This design comes from an exercise in tuning for small area, a short achievable clock period and few clock cycles per item on the open sky130 flow, not from production work. In this exercise RTL edits were held to simulation tests only and were not proved equivalent to the original. Power is estimated from default activity; no workload was simulated.

==> flow/design.v <==
package aluPkg;
	localparam int operandWidth = 16;
	localparam int resultWidth = 32;
	localparam int errorWidth = 2;
	localparam int opcodeWidth = 4;
	localparam int divZeroBit = 1;
	localparam int overflowBit = 0;
	localparam logic [opcodeWidth-1:0] opAdd = 4'b1010;
	localparam logic [opcodeWidth-1:0] opSub = 4'b1011;
	localparam logic [opcodeWidth-1:0] opMul = 4'b0010;
	localparam logic [opcodeWidth-1:0] opDiv = 4'b0011;
	localparam logic [opcodeWidth-1:0] opMod = 4'b0100;
	typedef struct packed {
		logic [opcodeWidth-2:0] group;
		logic                   mode;
	} opFieldsT;
	typedef union packed {
		logic [opcodeWidth-1:0] code;
		opFieldsT               fields;
	} opcodeT;
endpackage
module operandRegister #(
	parameter int frontBits = 8
) (
	input  logic                             clk,
	input  logic                             rstN,
	input  logic                             start,
	input  logic [aluPkg::operandWidth-1:0]  a,
	input  logic [aluPkg::operandWidth-1:0]  b,
	input  aluPkg::opcodeT                   op,
	input  logic [15:16-frontBits]           qHi,
	input  logic [frontBits-1:0]             remHi,
	output logic [aluPkg::operandWidth-1:0]  aQ,
	output logic [aluPkg::operandWidth-1:0]  bQ,
	output aluPkg::opcodeT                   opQ,
	output logic [15:16-frontBits]           qHiQ,
	output logic [frontBits-1:0]             remHiQ,
	output logic                             validQ
);
	always_ff @(posedge clk)
	begin
		if (!rstN)
			validQ <= 1'b0;
		else
			validQ <= start;
	end
	always_ff @(posedge clk)
	begin
		aQ     <= a;
		bQ     <= b;
		opQ    <= op;
		qHiQ   <= qHi;
		remHiQ <= remHi;
	end
endmodule
import aluPkg::*;
module addSubUnit (
	input  logic [aluPkg::operandWidth-1:0] aQ,
	input  logic [aluPkg::operandWidth-1:0] bQ,
	input  aluPkg::opcodeT                  opQ,
	output logic [aluPkg::resultWidth-1:0]  addSubResult,
	output logic                            overflow
);
	logic                    mode;
	logic [operandWidth-1:0] bInv;
	logic [operandWidth-1:0] lowSum;
	logic [1:0]              topSum;
	logic                    carryIn;
	logic                    carryOut;
	assign mode = opQ.fields.mode;
	assign bInv = bQ ^ {operandWidth{mode}};
	assign lowSum  = {1'b0, aQ[operandWidth-2:0]} + {1'b0, bInv[operandWidth-2:0]} +
		{{(operandWidth-1){1'b0}}, mode};
	assign carryIn = lowSum[operandWidth-1];
	assign topSum   = {1'b0, aQ[operandWidth-1]} + {1'b0, bInv[operandWidth-1]} +
		{1'b0, carryIn};
	assign carryOut = topSum[1];
	assign overflow = mode ? (carryIn ^ carryOut) : carryOut;
	assign addSubResult = {{(resultWidth-operandWidth-1){1'b0}}, overflow,
		topSum[0], lowSum[operandWidth-2:0]};
endmodule
import aluPkg::*;
module multiplierArray (
	input  logic [aluPkg::operandWidth-1:0] aQ,
	input  logic [aluPkg::operandWidth-1:0] bQ,
	output logic [aluPkg::resultWidth-1:0]  product
);
	assign product = aQ * bQ;
endmodule
module divFront (
	input  logic [15:0] aIn,
	input  logic [15:0] bIn,
	output logic [15:6] qHi,
	output logic [9:0] remHi
);
	logic [17:0] b3;
	logic [15:0] q;
	assign b3 = {2'b0, bIn} + {1'b0, bIn, 1'b0};
	logic [1:0] x0;
	assign x0 = aIn[15:14];
	logic [17:0] m0_1;
	logic [2:0] d0_1;
	logic ge0_1;
	assign m0_1 = {2'b0, bIn};
	assign d0_1 = {1'b0, x0} - {1'b0, m0_1[1:0]};
	assign ge0_1 = (bIn <= 16'd3) & ~d0_1[2];
	logic [17:0] m0_2;
	logic [2:0] d0_2;
	logic ge0_2;
	assign m0_2 = {1'b0, bIn, 1'b0};
	assign d0_2 = {1'b0, x0} - {1'b0, m0_2[1:0]};
	assign ge0_2 = (bIn <= 16'd1) & ~d0_2[2];
	logic [17:0] m0_3;
	logic [2:0] d0_3;
	logic ge0_3;
	assign m0_3 = b3;
	assign d0_3 = {1'b0, x0} - {1'b0, m0_3[1:0]};
	assign ge0_3 = (bIn <= 16'd1) & ~d0_3[2];
	logic [1:0] r0;
	assign q[15:14] = ge0_3 ? 2'd3 : ge0_2 ? 2'd2 : ge0_1 ? 2'd1 : 2'd0;
	assign r0 = ge0_3 ? d0_3[1:0] : ge0_2 ? d0_2[1:0] :
		ge0_1 ? d0_1[1:0] : x0[1:0];
	logic [3:0] x1;
	assign x1 = {r0, aIn[13:12]};
	logic [17:0] m1_1;
	logic [4:0] d1_1;
	logic ge1_1;
	assign m1_1 = {2'b0, bIn};
	assign d1_1 = {1'b0, x1} - {1'b0, m1_1[3:0]};
	assign ge1_1 = (bIn <= 16'd15) & ~d1_1[4];
	logic [17:0] m1_2;
	logic [4:0] d1_2;
	logic ge1_2;
	assign m1_2 = {1'b0, bIn, 1'b0};
	assign d1_2 = {1'b0, x1} - {1'b0, m1_2[3:0]};
	assign ge1_2 = (bIn <= 16'd7) & ~d1_2[4];
	logic [17:0] m1_3;
	logic [4:0] d1_3;
	logic ge1_3;
	assign m1_3 = b3;
	assign d1_3 = {1'b0, x1} - {1'b0, m1_3[3:0]};
	assign ge1_3 = (bIn <= 16'd5) & ~d1_3[4];
	logic [3:0] r1;
	assign q[13:12] = ge1_3 ? 2'd3 : ge1_2 ? 2'd2 : ge1_1 ? 2'd1 : 2'd0;
	assign r1 = ge1_3 ? d1_3[3:0] : ge1_2 ? d1_2[3:0] :
		ge1_1 ? d1_1[3:0] : x1[3:0];
	logic [5:0] x2;
	assign x2 = {r1, aIn[11:10]};
	logic [17:0] m2_1;
	logic [6:0] d2_1;
	logic ge2_1;
	assign m2_1 = {2'b0, bIn};
	assign d2_1 = {1'b0, x2} - {1'b0, m2_1[5:0]};
	assign ge2_1 = (bIn <= 16'd63) & ~d2_1[6];
	logic [17:0] m2_2;
	logic [6:0] d2_2;
	logic ge2_2;
	assign m2_2 = {1'b0, bIn, 1'b0};
	assign d2_2 = {1'b0, x2} - {1'b0, m2_2[5:0]};
	assign ge2_2 = (bIn <= 16'd31) & ~d2_2[6];
	logic [17:0] m2_3;
	logic [6:0] d2_3;
	logic ge2_3;
	assign m2_3 = b3;
	assign d2_3 = {1'b0, x2} - {1'b0, m2_3[5:0]};
	assign ge2_3 = (bIn <= 16'd21) & ~d2_3[6];
	logic [5:0] r2;
	assign q[11:10] = ge2_3 ? 2'd3 : ge2_2 ? 2'd2 : ge2_1 ? 2'd1 : 2'd0;
	assign r2 = ge2_3 ? d2_3[5:0] : ge2_2 ? d2_2[5:0] :
		ge2_1 ? d2_1[5:0] : x2[5:0];
	logic [7:0] x3;
	assign x3 = {r2, aIn[9:8]};
	logic [17:0] m3_1;
	logic [8:0] d3_1;
	logic ge3_1;
	assign m3_1 = {2'b0, bIn};
	assign d3_1 = {1'b0, x3} - {1'b0, m3_1[7:0]};
	assign ge3_1 = (bIn <= 16'd255) & ~d3_1[8];
	logic [17:0] m3_2;
	logic [8:0] d3_2;
	logic ge3_2;
	assign m3_2 = {1'b0, bIn, 1'b0};
	assign d3_2 = {1'b0, x3} - {1'b0, m3_2[7:0]};
	assign ge3_2 = (bIn <= 16'd127) & ~d3_2[8];
	logic [17:0] m3_3;
	logic [8:0] d3_3;
	logic ge3_3;
	assign m3_3 = b3;
	assign d3_3 = {1'b0, x3} - {1'b0, m3_3[7:0]};
	assign ge3_3 = (bIn <= 16'd85) & ~d3_3[8];
	logic [7:0] r3;
	assign q[9:8] = ge3_3 ? 2'd3 : ge3_2 ? 2'd2 : ge3_1 ? 2'd1 : 2'd0;
	assign r3 = ge3_3 ? d3_3[7:0] : ge3_2 ? d3_2[7:0] :
		ge3_1 ? d3_1[7:0] : x3[7:0];
	logic [9:0] x4;
	assign x4 = {r3, aIn[7:6]};
	logic [17:0] m4_1;
	logic [10:0] d4_1;
	logic ge4_1;
	assign m4_1 = {2'b0, bIn};
	assign d4_1 = {1'b0, x4} - {1'b0, m4_1[9:0]};
	assign ge4_1 = (bIn <= 16'd1023) & ~d4_1[10];
	logic [17:0] m4_2;
	logic [10:0] d4_2;
	logic ge4_2;
	assign m4_2 = {1'b0, bIn, 1'b0};
	assign d4_2 = {1'b0, x4} - {1'b0, m4_2[9:0]};
	assign ge4_2 = (bIn <= 16'd511) & ~d4_2[10];
	logic [17:0] m4_3;
	logic [10:0] d4_3;
	logic ge4_3;
	assign m4_3 = b3;
	assign d4_3 = {1'b0, x4} - {1'b0, m4_3[9:0]};
	assign ge4_3 = (bIn <= 16'd341) & ~d4_3[10];
	logic [9:0] r4;
	assign q[7:6] = ge4_3 ? 2'd3 : ge4_2 ? 2'd2 : ge4_1 ? 2'd1 : 2'd0;
	assign r4 = ge4_3 ? d4_3[9:0] : ge4_2 ? d4_2[9:0] :
		ge4_1 ? d4_1[9:0] : x4[9:0];
	assign qHi   = q[15:6];
	assign remHi = r4;
	assign q[5:0] = '0;
endmodule
module divBack (
	input  logic [15:0] aIn,
	input  logic [15:0] bIn,
	input  logic [15:6] qHi,
	input  logic [9:0] remHi,
	output logic [15:0] quotient,
	output logic [15:0] remainder,
	output logic        divZero
);
	logic [17:0] b3;
	logic [15:0] q;
	assign b3 = {2'b0, bIn} + {1'b0, bIn, 1'b0};
	assign q[15:6] = qHi;
	logic [11:0] x5;
	assign x5 = {remHi, aIn[5:4]};
	logic [17:0] m5_1;
	logic [12:0] d5_1;
	logic ge5_1;
	assign m5_1 = {2'b0, bIn};
	assign d5_1 = {1'b0, x5} - {1'b0, m5_1[11:0]};
	assign ge5_1 = (bIn <= 16'd4095) & ~d5_1[12];
	logic [17:0] m5_2;
	logic [12:0] d5_2;
	logic ge5_2;
	assign m5_2 = {1'b0, bIn, 1'b0};
	assign d5_2 = {1'b0, x5} - {1'b0, m5_2[11:0]};
	assign ge5_2 = (bIn <= 16'd2047) & ~d5_2[12];
	logic [17:0] m5_3;
	logic [12:0] d5_3;
	logic ge5_3;
	assign m5_3 = b3;
	assign d5_3 = {1'b0, x5} - {1'b0, m5_3[11:0]};
	assign ge5_3 = (bIn <= 16'd1365) & ~d5_3[12];
	logic [11:0] r5;
	assign q[5:4] = ge5_3 ? 2'd3 : ge5_2 ? 2'd2 : ge5_1 ? 2'd1 : 2'd0;
	assign r5 = ge5_3 ? d5_3[11:0] : ge5_2 ? d5_2[11:0] :
		ge5_1 ? d5_1[11:0] : x5[11:0];
	logic [13:0] x6;
	assign x6 = {r5, aIn[3:2]};
	logic [17:0] m6_1;
	logic [14:0] d6_1;
	logic ge6_1;
	assign m6_1 = {2'b0, bIn};
	assign d6_1 = {1'b0, x6} - {1'b0, m6_1[13:0]};
	assign ge6_1 = (bIn <= 16'd16383) & ~d6_1[14];
	logic [17:0] m6_2;
	logic [14:0] d6_2;
	logic ge6_2;
	assign m6_2 = {1'b0, bIn, 1'b0};
	assign d6_2 = {1'b0, x6} - {1'b0, m6_2[13:0]};
	assign ge6_2 = (bIn <= 16'd8191) & ~d6_2[14];
	logic [17:0] m6_3;
	logic [14:0] d6_3;
	logic ge6_3;
	assign m6_3 = b3;
	assign d6_3 = {1'b0, x6} - {1'b0, m6_3[13:0]};
	assign ge6_3 = (bIn <= 16'd5461) & ~d6_3[14];
	logic [13:0] r6;
	assign q[3:2] = ge6_3 ? 2'd3 : ge6_2 ? 2'd2 : ge6_1 ? 2'd1 : 2'd0;
	assign r6 = ge6_3 ? d6_3[13:0] : ge6_2 ? d6_2[13:0] :
		ge6_1 ? d6_1[13:0] : x6[13:0];
	logic [15:0] x7;
	assign x7 = {r6, aIn[1:0]};
	logic [17:0] m7_1;
	logic [16:0] d7_1;
	logic ge7_1;
	assign m7_1 = {2'b0, bIn};
	assign d7_1 = {1'b0, x7} - {1'b0, m7_1[15:0]};
	assign ge7_1 = 1'b1 & ~d7_1[16];
	logic [17:0] m7_2;
	logic [16:0] d7_2;
	logic ge7_2;
	assign m7_2 = {1'b0, bIn, 1'b0};
	assign d7_2 = {1'b0, x7} - {1'b0, m7_2[15:0]};
	assign ge7_2 = (bIn <= 16'd32767) & ~d7_2[16];
	logic [17:0] m7_3;
	logic [16:0] d7_3;
	logic ge7_3;
	assign m7_3 = b3;
	assign d7_3 = {1'b0, x7} - {1'b0, m7_3[15:0]};
	assign ge7_3 = (bIn <= 16'd21845) & ~d7_3[16];
	logic [15:0] r7;
	assign q[1:0] = ge7_3 ? 2'd3 : ge7_2 ? 2'd2 : ge7_1 ? 2'd1 : 2'd0;
	assign r7 = ge7_3 ? d7_3[15:0] : ge7_2 ? d7_2[15:0] :
		ge7_1 ? d7_1[15:0] : x7[15:0];
	assign divZero   = (bIn == '0);
	assign quotient  = divZero ? '0 : q;
	assign remainder = divZero ? '0 : r7;
endmodule
import aluPkg::*;
module resultSelect (
	input  logic                           validQ,
	input  aluPkg::opcodeT                 opQ,
	input  logic [aluPkg::resultWidth-1:0] addSubResult,
	input  logic                           overflow,
	input  logic [aluPkg::resultWidth-1:0] product,
	input  logic [aluPkg::resultWidth-1:0] quotient,
	input  logic [aluPkg::resultWidth-1:0] remainder,
	input  logic                           divZero,
	output logic [aluPkg::resultWidth-1:0] result,
	output logic [aluPkg::errorWidth-1:0]  error,
	output logic                           done
);
	always_comb
	begin
		result = '0;
		error  = '0;
		case (opQ.code)
			opAdd,
			opSub:
			begin
				result             = addSubResult;
				error[overflowBit] = overflow;
			end
			opMul:
			begin
				result = product;
			end
			opDiv:
			begin
				result            = quotient;
				error[divZeroBit] = divZero;
			end
			opMod:
			begin
				result            = remainder;
				error[divZeroBit] = divZero;
			end
			default:
			begin
				result = '0;
				error  = '0;
			end
		endcase
	end
	assign done = validQ;
endmodule
import aluPkg::*;
module aluTop (
	input  logic                            clk,
	input  logic                            rstN,
	input  logic                            start,
	input  logic [aluPkg::operandWidth-1:0] a,
	input  logic [aluPkg::operandWidth-1:0] b,
	input  aluPkg::opcodeT                  op,
	output logic                            done,
	output logic [aluPkg::resultWidth-1:0]  result,
	output logic [aluPkg::errorWidth-1:0]   error
);
	localparam int frontBits = 10;
	logic [15:16-frontBits]  qHi;
	logic [frontBits-1:0]    remHi;
	logic [operandWidth-1:0] aQ;
	logic [operandWidth-1:0] bQ;
	aluPkg::opcodeT          opQ;
	logic [15:16-frontBits]  qHiQ;
	logic [frontBits-1:0]    remHiQ;
	logic                    validQ;
	logic [resultWidth-1:0]  addSubResult;
	logic                    overflow;
	logic [resultWidth-1:0]  product;
	logic [operandWidth-1:0] quotient;
	logic [operandWidth-1:0] remainder;
	logic                    divZero;
	divFront divFront_i (
		.aIn   (a),
		.bIn   (b),
		.qHi   (qHi),
		.remHi (remHi)
	);
	operandRegister #(
		.frontBits (frontBits)
	) operandRegister_i (
		.clk    (clk),
		.rstN   (rstN),
		.start  (start),
		.a      (a),
		.b      (b),
		.op     (op),
		.qHi    (qHi),
		.remHi  (remHi),
		.aQ     (aQ),
		.bQ     (bQ),
		.opQ    (opQ),
		.qHiQ   (qHiQ),
		.remHiQ (remHiQ),
		.validQ (validQ)
	);
	addSubUnit addSubUnit_i (
		.aQ           (aQ),
		.bQ           (bQ),
		.opQ          (opQ),
		.addSubResult (addSubResult),
		.overflow     (overflow)
	);
	multiplierArray multiplierArray_i (
		.aQ      (aQ),
		.bQ      (bQ),
		.product (product)
	);
	divBack divBack_i (
		.aIn       (aQ),
		.bIn       (bQ),
		.qHi       (qHiQ),
		.remHi     (remHiQ),
		.quotient  (quotient),
		.remainder (remainder),
		.divZero   (divZero)
	);
	resultSelect resultSelect_i (
		.validQ       (validQ),
		.opQ          (opQ),
		.addSubResult (addSubResult),
		.overflow     (overflow),
		.product      (product),
		.quotient     ({{(resultWidth-operandWidth){1'b0}}, quotient}),
		.remainder    ({{(resultWidth-operandWidth){1'b0}}, remainder}),
		.divZero      (divZero),
		.result       (result),
		.error        (error),
		.done         (done)
	);
endmodule
==> flow/flow/run.sh <==
#!/bin/bash
# Own layout flow: the standard flow (standard.sh, unchanged synthesis), with
# - port buffers of a stronger cell than the smallest one buffer_ports picks by default,
# - timing repair aiming past the required slack (the clock and constraints are unchanged),
#   with resizing free to change a cell's footprint.
set -euo pipefail
MARGIN=$(cat flow/margin.txt)
bash standard.sh \
	"BUFFER_PORTS_ARGS=-buffer_cell sky130_fd_sc_hd__buf_4" \
	"SETUP_SLACK_MARGIN=$MARGIN" \
	"MATCH_CELL_FOOTPRINT=0" \
	finish > standard_flow.log 2>&1
==> flow/flow/margin.txt <==
21
==> flow/standard.sh <==
#!/bin/bash
# synth_recipe.tcl (not shown) runs the flow's synth.tcl, then flattens the netlist and writes it again
# the make line also repeats each setting of config.mk as NAME=value (left out here)
make -C /OpenROAD-flow-scripts/flow DESIGN_CONFIG=/design/flow/config.mk WORK_HOME=/design/flow/orfs CLKGATE_MAP_FILE= SYNTH_SCRIPT=/design/flow/synth_recipe.tcl "${@:-finish}"
==> flow/config.mk <==
export PLATFORM = sky130hd
export DESIGN_NAME = aluTop
export DESIGN_NICKNAME = aluTop
export VERILOG_FILES = /design/flow/design.v
export SDC_FILE = /design/flow/constraint.sdc
export NUM_CORES = 4
export LEC_CHECK = 0
export CAP_MARGIN = 20
export CORE_MARGIN = 2
export CORE_UTILIZATION = 40
export SLEW_MARGIN = 20
==> flow/constraint.sdc <==
create_clock -name core_clock -period 40.0 [get_ports {clk}]
set_input_delay 8.0000 -clock core_clock [delete_from_list [all_inputs] [get_ports {clk}]]
set_output_delay 8.0000 -clock core_clock [all_outputs]
set_load 0.01 [all_outputs]
==> flow_summary.yaml, run 1 <==
synth:
  yosys_most_used_dff: "dfxtp_1"
  synth_warnings: 2
  syn_area_um2: 22850
  ys_types: 98
  synth_edf_count: 0
  syn_avg_cell_area_um2: 7.930
  netlist_top_cells_area: "ha_1 21%, fa_1 19%, inv_1 5.7%"
  postSynth.asyncResetShare_pct: 0
  yosysSeqAreaShare_pct: 4.995
  syn_inst: 2881
  synth.ff_latch_count: 57
  synth_top_area_share_pct: 20.54
  syn_nets: 3516
  synth_area_leader_cell: "ha_1"
power:
  total_power_mw: 1.405
  vdd_drop_max_v: 0.0001012
  leakage_nw: 11.81
  power.density_nw_per_um2: 56.53
floorplan:
  die_h_um: 243.0
  die_x_um: 243.0
  row_count: 87
  initial_utilization_pct: 40.52
  core_um2: 56390
  die_area_um2: 59040
  pin_count: 74
run:
  maxCapViolCount: 0
clock_network:
  htree_levels: 3
  cts_tree: "yes"
  cts_sinks: 57
  ctsHoldBuffers: 0
  ctsRootBufferMaster: "clkbuf_16"
  numCtsBuffers: 9
  cts_buffer_depth: 2
  clk_pin_slew_ns: 0.08
place:
  io_buffers: 73
  gp_congestion: 1.018
  placedCellCount: 3674
  hpwl_mm: 63.61
routing:
  drt-vias-per-instance: 5.864
  drc: 0
  wire_per_inst_um: 21.59
  drtIter0Drc: 1673
  num_vias: 21700
  ant_nets: 0
  drtPass1Iterations: 6
  wl_mm: 79.89
setup_path:
  critPathCaptureType: "output port"
  crit_top_cell: "ha_1"
  worstPathMaxFanout: 20
  arrival_ns: 10.62
  path_class: "reg -> out"
  crit_required_ns: 32.00
  cpPeakStageDelay_ns: 0.62
  cp_slowest_cell: "xnor2_1"
  worstSetupStartpointType: "register"
global_routing:
  grt_usage_pct: 26.87
  antenna_found_initial: 2
  grt_pass1_vias: 21830
  overflow: 0
  grt_max_degree: 27
  grt_pass1_wl_mm: 123.8
final_layout:
  n_antenna_cell: 0
  fin_cells: 3700
  drive_above_1_share_pct: 7.541
  layout_common_cells: "374 x ha_1, 343 x inv_1, 266 x nand2_1"
  area_growth_pct: 8.773
  layout_commonest_cell: "ha_1"
  final_nets: 3574
worst_hold_path:
  min_to: "operandRegister_i.opQ[3]"
  min_path_cells: 1
  hp-start: "op[3]"
  hold_class: "in -> reg"
timing:
  timing.final.crit_share_pct: 46.55
  slew_viol_final: 0
  hold_viol: 0
  tns_ns: 0
  setup_violations: 0
  slew_headroom_pct: 30.62
  fmax_ghz: 0.05370
  tightestPinTransition_ns: 1.041
  rsz0062_at_grt: "true"
  min_period_ns: 18.62
status:
  outcome: "complete, no violations"
area by class of cell:
| class | count | area [um2] |
|---|---|---|
| Multi-Input combinational cell | 2401 | 20220 |
| Clock buffer | 12 | 256.5 |
| Fill cell | 5733 | 31540 |
| Clock inverter | 4 | 51.30 |
| Tap cell | 756 | 945.9 |
| Sequential cell | 57 | 1142 |
| Timing Repair Buffer | 121 | 908.4 |
| Inverter | 349 | 1325 |
synth_stat cells, types with 17 or more instances:
cell,instances
a211oi_1,41
a21o_1,68
a21oi_1,164
a31oi_1,27
and2_1,62
clkbuf_1,53
dfxtp_1,57
fa_1,221
ha_1,375
inv_1,347
mux2i_1,19
nand2_1,266
nand2b_1,40
nand3_1,49
nor2_1,212
nor2b_1,49
nor3_1,68
o21a_1,49
o21ai_0,154
o21bai_1,19
or2_2,17
xnor2_1,111
xor2_1,82
worst max-delay path by stage:
stage	start	end	slack (ns)	cells after the start
finish	operandRegister_i.bQ[5]	result[15]	21.38	33
global route	operandRegister_i.bQ[0]	result[15]	20.93	38
CTS	b[0]	operandRegister_i.remHiQ[4]	21.03	41
detailed placement	b[0]	operandRegister_i.remHiQ[4]	20.38	41
global placement	b[0]	operandRegister_i.remHiQ[2]	20.68	39
floorplan	b[1]	operandRegister_i.remHiQ[1]	22.14	43
state kept, by name, indices dropped and copies added, names as in the netlist:
signal,flops
operandRegister_i.aQ,16
operandRegister_i.opQ,4
operandRegister_i.validQ,1
operandRegister_i.bQ,16
operandRegister_i.qHiQ,10
operandRegister_i.remHiQ,10
through the flow:
| step | area (um2) | setup WS [ns] | util (%) | hold WS (ns) |
|---|---|---|---|---|
| finish | 24850 | 21.38 | 44.07 | 7.721 |
| global route | 24850 | 20.93 | 44.07 | 7.713 |
| CTS | 24660 | 21.03 | 43.73 | 7.712 |
| detailed placement | 24340 | 20.38 | 43.16 | 8.106 |
| global placement | 24340 | 20.68 | 43.16 | 8.104 |
| floorplan | 22850 | 22.14 | - | 8.028 |
worst max-delay path: cells and delay by family (launching register included):
| kind | cells | cell delay [ns] |
|---|---|---|
| DFF | 1 | 0.31 |
| buffers and inverters | 5 | 1.16 |
| and+or+nand+nor | 6 | 1.69 |
| xor gates and xnor gates | 1 | 0.62 |
| AOI/OAI and AO/OA | 17 | 4.83 |
| adders and majority gates | 4 | 1.62 |
per-layer routing:
layer | up-vias | wire length [um] | GRT usage (%)
met2 | 795 | 35900 | 43.80
li1 | 10110 | - | -
met5 | - | 0 | 0
met4 | 0 | 3596 | 11.39
met3 | 190 | 5239 | 3.660
met1 | 10600 | 35150 | 35.63
kinds of logic after synthesis:
kind of cell | Yosys count | share of synthesized area (%)
buffers and inverters | 423 | 7.032
xor gates and xnor gates | 193 | 7.399
AOI/OAI and AO/OA | 735 | 21.68
adders and majority gates | 596 | 39.90
muxes | 28 | 1.276
DFF | 57 | 4.995
and+or+nand+nor | 849 | 17.72
power breakdown:
group          internal (mW)  switching, mW  total (mW)  leakage [nW]
clock network         0.0518         0.0380      0.0898         0.149
registers             0.0595        0.00515      0.0646         0.477
logic                  0.515          0.735        1.25          11.2
total                  0.626          0.778        1.40          11.8
repair_timing:
item,CTS,global route
cloned,0,0
setup buffers,0,10
pin swaps,0,2
gates resized for setup,5,27
setup endpoints to repair,11,28
Testbench counts, summed over its fixed seeds: cycles 8,000, items 8,000.
==> inputs of run 2 (changes only) <==
==> flow/run.sh (new file) <==
#!/bin/bash
# synth_recipe.tcl (not shown) runs the flow's synth.tcl, then flattens the netlist and writes it again
# the make line also repeats each setting of config.mk as NAME=value (left out here)
make -C /OpenROAD-flow-scripts/flow DESIGN_CONFIG=/design/flow/config.mk WORK_HOME=/design/flow/orfs CLKGATE_MAP_FILE= SYNTH_SCRIPT=/design/flow/synth_recipe.tcl finish
removed: flow/flow/run.sh
removed: flow/flow/margin.txt
removed: flow/standard.sh
==> run 2 against run 1 <==
Net effect:
- critical path type unchanged
- highest routed layer unchanged
- cell area about the same
- synthesized cell count unchanged
- global-route usage up 0.18 points
- worst hold slack better by 0.33 ns
- clock-buffer cell count down 3
- wire length up 0.25%
- worst setup slack worse by 1.5 ns
- combinational power about the same
- non-clock buffer count down 7
- sequential power down 1%
==> flow_summary.yaml, run 2 <==
status:
  outcome: "complete, no violations"
setup_path:
  crit_required_ns: 32.00
  worstPathMaxFanout: 16
  arrival_ns: 12.07
  cpPeakStageDelay_ns: 0.85
  critPathCaptureType: "output port"
  crit_top_cell: "o21ai_0"
  cp_slowest_cell: "a211oi_1"
  worstSetupStartpointType: "register"
  path_class: "reg -> out"
synth:
  syn_inst: 2881
  postSynth.asyncResetShare_pct: 0
  ys_types: 98
  netlist_top_cells_area: "ha_1 21%, fa_1 19%, inv_1 5.7%"
  synth.ff_latch_count: 57
  synth_warnings: 2
  ys_top_cells_by_count: "375 x ha_1, 347 x inv_1, 266 x nand2_1"
  yosysMostFrequentCell: "ha_1"
  synth_area_leader_cell: "ha_1"
  yosys_most_used_dff: "dfxtp_1"
  syn_nets: 3516
  synth_edf_count: 0
  synth_top_area_share_pct: 20.54
  syn_avg_cell_area_um2: 7.930
  yosysSeqAreaShare_pct: 4.995
  syn_area_um2: 22850
timing:
  timing.final.crit_share_pct: 50.19
  fin_ws_ns: 19.93
  fmax_ghz: 0.04982
  hold_viol: 0
  hold_slack_ns: 8.055
  tns_ns: 0
  rsz0062_at_grt: "false"
  slew_headroom_pct: 24.76
  slew_viol_final: 0
  tightestPinTransition_ns: 1.123
  setup_violations: 0
  min_period_ns: 20.07
routing:
  drc: 0
  ant_nets: 0
  num_vias: 21830
  wire_per_inst_um: 21.68
  drtIter0Drc: 1896
  wl_mm: 80.09
  drt-vias-per-instance: 5.909
  drtPass1Iterations: 8
final_layout:
  seq_area_um2: 1141
  layout_commonest_cell: "ha_1"
  final_util_pct: 44.08
  layout_common_cells: "375 x ha_1, 347 x inv_1, 266 x nand2_1"
  reg_top3: "operandRegister_i.aQ x16, operandRegister_i.bQ x16"
  multi_input_area_um2: 20100
  fin_cells: 3694
  n_fill_cell: 5720
  drive_above_1_share_pct: 3.984
  final_nets: 3567
  area_growth_pct: 8.779
  design_area_um2: 24850
clock_network:
  numCtsBuffers: 9
  htree_levels: 3
  cts_sinks: 57
  cts_buffer_depth: 2
  ctsHoldBuffers: 0
  clk_pin_slew_ns: 0.07
  post_cts_buffers: 0
  ctsRootBufferMaster: "clkbuf_16"
  cts_resized: 0
  cts_tree: "yes"
place:
  pre_cts_slack_ns: 19.85
  placed_area_um2: 24540
  gp_congestion: 1.009
  io_buffers: 73
  hpwl_mm: 63.54
  placedCellCount: 3677
run:
  maxCapViolCount: 0
floorplan:
  initial_utilization_pct: 40.52
  die_x_um: 243.0
  row_count: 87
  die_h_um: 243.0
  die_area_um2: 59040
  core_um2: 56390
  pin_count: 74
global_routing:
  grt_pass1_vias: 21760
  grt_usage_pct: 27.05
  grt_pass1_wl_mm: 124.6
  grt_max_degree: 27
  overflow: 0
  antenna_found_initial: 0
worst_hold_path:
  min_path_cells: 1
  min_to: "operandRegister_i.aQ[3]"
  hp-start: "a[3]"
  hold_class: "in -> reg"
power:
  total_power_mw: 1.406
  power.density_nw_per_um2: 56.57
  leakage_nw: 11.67
  vdd_drop_max_v: 0.0001036
[run 2: cell counts after synthesis]
No cell type changed its count.
[run 2: worst max path at each step]
| stage | from | end | slack [ns] |
|---|---|---|---|
| floorplan | b[1] | operandRegister_i.remHiQ[1] | 22.14 |
| global placement | b[0] | operandRegister_i.remHiQ[9] | 20.06 |
| detailed placement | b[0] | operandRegister_i.remHiQ[4] | 19.85 |
| CTS | b[0] | operandRegister_i.remHiQ[4] | 20.24 |
| global route | b[0] | operandRegister_i.remHiQ[8] | 19.08 |
| finish | operandRegister_i.bQ[3] | result[15] | 19.93 |
[run 2: area by class of cell]
cell class | count | share of cell area (%)
sequential | 57 | 4.591
timing repair buffer | 114 | 4.179
clock inverter | 7 | 0.3423
multi-input combinational | 2401 | 80.89
clock buffer | 9 | 0.9062
tap | 756 | 3.806
inverter | 349 | 5.271
antenna | 1 | 0.01007
[run 2: where the power goes]
group	leakage (nW)	internal [mW]	total (mW)	switching, mW
Sequential	0.477	0.0595	0.0637	0.00423
Combinational	11.0	0.520	1.25	0.733
Clock	0.153	0.0496	0.0893	0.0397
Total	11.7	0.629	1.41	0.777
[run 2: metal layers]
metal  vias to the layer above  share of wire (%)  track usage (%)
met4                         0                4.3            11.48
met5                         -                  0                0
met1                     10630                 43            35.49
met2                       895                 46            44.71
li1                      10130                  -                -
met3                       171                7.2            3.472
[run 2: kinds of logic (layout without fill, tap and decap cells)]
family	after synthesis	in the layout	synth area share, %
simple gates	849	849	17.72
compound gates	735	735	21.68
fa+ha+maj	596	596	39.90
buf+inv	423	479	7.032
xor+xnor	193	193	7.399
flops	57	57	4.995
mux	28	28	1.276
other cells	0	1	0
[run 2: worst max-delay path, delay by kind of cell (launching register included)]
kind	cells	cell delay [ns]
AO/OA/AOI/OAI	20	5.80
flip-flops	1	0.31
XOR/XNOR	1	0.63
adder cells (fa/ha/maj)	4	1.73
AND/OR/NAND/NOR	7	1.54
buffers and inverters	5	1.65
==> inputs of run 3 (changes only) <==
--- a/flow/config.mk
+++ b/flow/config.mk
@@ -5,6 +5,7 @@
 export SDC_FILE = /design/flow/constraint.sdc
 export NUM_CORES = 4
 export LEC_CHECK = 0
+export ABC_AREA = 1
 export CAP_MARGIN = 20
 export CORE_MARGIN = 2
 export CORE_UTILIZATION = 40
==> run 3 against run 2 <==
Net effect:
- non-clock buffer count decreased by 7
- combinational power about the same
- highest routed layer unchanged
- largest cell class unchanged
- total power fell by 0.47%
- die area grew 5.5%
- worst setup slack improved by 1.9 ns
- via count rose by 6.0%
- critical path depth rose by 3
- clock power increased by 0.9%
- fmax grew 10%
- wire length shrank 0.56%
- sequential power about the same
==> flow_summary.yaml, run 3 <==
final_layout:
  layout_commonest_cell: "nand2_1"
  multi_input_area_um2: 20110
  reg_top3: "operandRegister_i.aQ x16, operandRegister_i.bQ x16"
  drive_above_1_share_pct: 5.327
  n_fill_cell: 6319
  seq_area_um2: 1141
  area_growth_pct: 7.872
  design_area_um2: 26030
  n_antenna_cell: 0
  final_nets: 4234
  layout_common_cells: "908 x nand2_1, 640 x inv_1, 375 x ha_1"
setup_path:
  path_class: "reg -> out"
  crit_family: "compound AO/OA/AOI/OAI gates"
  crit_top_cell: "nand2_1"
  crit_required_ns: 32.00
  critPathBufInv: 5
  worstSetupStartpointType: "register"
  worstPathMaxFanout: 22
  cp_slowest_cell: "xnor2_1"
  cpPeakStageDelay_ns: 0.69
  critPathCaptureType: "output port"
  arrival_ns: 10.22
clock_network:
  ctsHoldBuffers: 0
  post_cts_buffers: 0
  cts_resized: 0
  ctsRootBufferMaster: "clkbuf_16"
  cts_tree: "yes"
  clk_pin_slew_ns: 0.07
  htree_levels: 3
  cts_buffer_depth: 2
  cts_sinks: 57
  numCtsBuffers: 9
floorplan:
  die_x_um: 249.6
  pin_count: 74
  die_area_um2: 62300
  die_h_um: 249.6
  initial_utilization_pct: 40.20
  core_um2: 60020
  row_count: 90
global_routing:
  grt_pass1_vias: 22740
  antenna_found_initial: 1
  grt-busiest-layer: "met2"
  grt_pass1_wl_mm: 125.6
  overflow: 0
  gr-usage-met2_pct: 41.44
  grt_use_met1_pct: 35.66
  grt_usage_pct: 25.67
  grt_util_met3_pct: 2.993
  grt_max_degree: 28
synth:
  synth_area_leader_cell: "ha_1"
  synth.ff_latch_count: 57
  yosysMostFrequentCell: "nand2_1"
  syn_avg_cell_area_um2: 6.772
  synth_top_area_share_pct: 19.45
  netlist_top_cells_area: "ha_1 19%, fa_1 18%, nand2_1 14%"
  yosys_most_used_dff: "dfxtp_1"
  synth_warnings: 2
  syn_nets: 4198
  ys_top_cells_by_count: "908 x nand2_1, 640 x inv_1, 375 x ha_1"
  yosysSeqAreaShare_pct: 4.729
  postSynth.asyncResetShare_pct: 0
  syn_area_um2: 24130
  synth_edf_count: 0
  ys_types: 63
  syn_inst: 3563
timing:
  min_period_ns: 18.22
  setup_violations: 0
  hold_viol: 0
  tns_ns: 0
  slew_headroom_pct: 31.65
  fmax_ghz: 0.05487
  slew_viol_final: 0
  rsz0062_at_grt: "false"
  timing.final.crit_share_pct: 45.56
  tightestPinTransition_ns: 1.022
power:
  power.density_nw_per_um2: 53.77
  vdd_drop_max_v: 0.00008997
  leakage_nw: 14.26
routing:
  wl_mm: 79.64
  wire_per_inst_um: 18.16
  drt-vias-per-instance: 5.274
  drtIter0Drc: 1661
  drc: 0
  num_vias: 23130
  ant_nets: 0
  drtPass1Iterations: 6
place:
  placed_area_um2: 25700
  gp_congestion: 0.9793
  io_buffers: 73
  hpwl_mm: 64.32
worst_hold_path:
  hold_class: "in -> reg"
  hp-start: "a[0]"
  min_path_cells: 1
  min_to: "operandRegister_i.aQ[0]"
run:
  maxCapViolCount: 0
status:
  outcome: "complete, no violations"
run 3: where the power goes:
group	total, mW	internal (mW)	switching [mW]
Clock	0.0901	0.0565	0.0336
Combinational	1.25	0.456	0.790
Sequential	0.0636	0.0595	0.00403
Total	1.40	0.572	0.828
run 3: cells by family (layout without fill, tap and decap cells):
kind of cell	after synthesis	in the layout	synth area share, %
AOI/OAI and AO/OA	586	586	14.38
adders and majority gates	596	596	37.78
buffers and inverters	742	783	11.94
and+or+nand+nor	1419	1419	25.24
DFF	57	57	4.729
xor gates and xnor gates	163	163	5.917
run 3: layer usage:
metal,vias up,wire length [um]
li1,11470,-
met1,10780,36700
met2,753,35130
met3,129,5136
met4,0,2672
met5,-,0
run 3: worst max-delay path by stage:
stage	startpoint	to	slack, ns	cells past startpoint
after floorplan	b[1]	operandRegister_i.remHiQ[9]	24.38	55
after global placement	b[0]	operandRegister_i.remHiQ[5]	21.98	51
after detailed placement	b[0]	operandRegister_i.remHiQ[5]	22.05	53
after CTS	operandRegister_i.bQ[3]	result[0]	21.94	41
after global routing	operandRegister_i.bQ[2]	result[0]	21.15	40
final	operandRegister_i.bQ[2]	result[0]	21.78	40
run 3: cell type report:
class,count,area share [%]
Clock buffer,10,0.9182
Clock inverter,6,0.3461
Inverter,660,9.557
Multi-Input combinational cell,2764,77.25
Sequential cell,57,4.384
Tap cell,782,3.759
Timing Repair Buffer,107,3.788
run 3: per-stage QoR:
step                power [mW]  setup slack, ns  hold slack, ns  utilization, %  instances
floorplan               0.9717            24.38           8.028               -       3563
global placement         1.302            21.98           8.453           42.82       4370
detailed placement       1.298            22.05           8.453           42.82       4370
CTS                      1.401            21.94           8.072           43.36       4386
global route             1.571            21.15           8.086           43.36       4386
finish                   1.399            21.78           8.081           43.36       4386

==> re-timing with driven ports <==
The flow's constraints put no driver on any port. The routed layouts listed below were extracted and timed again, unchanged, in two steps.
Step 1 sets driving cells, clkbuf_16 on the clock port and buf_2 on the other inputs (assumed; they add their load-dependent delay and slew).
Step 2 times the ports against the registers' clock, not the clock port: input delays grow and output delays shrink by t, the midpoint of the rising clock arrivals with the driver on.
Slacks: ideal / step 1 / step 2; pairs: ideal / step 1.
| run | shift t [ns] | setup slack, ns | clock arrival spread, ns |
|---|---|---|---|
| run 1 | 0.419 | 21.378 / 21.327 / 21.278 | 0.019 / 0.019 |
| run 2 | 0.418 | 19.926 / 19.881 / 19.700 | 0.011 / 0.012 |
| run 3 | 0.409 | 21.776 / 21.725 / 21.976 | 0.020 / 0.019 |
After both steps every run listed still meets setup and hold. For run 2, which loses most, drivers alone change the setup slack by -0.045 ns; drivers and shift together by -0.226 ns.
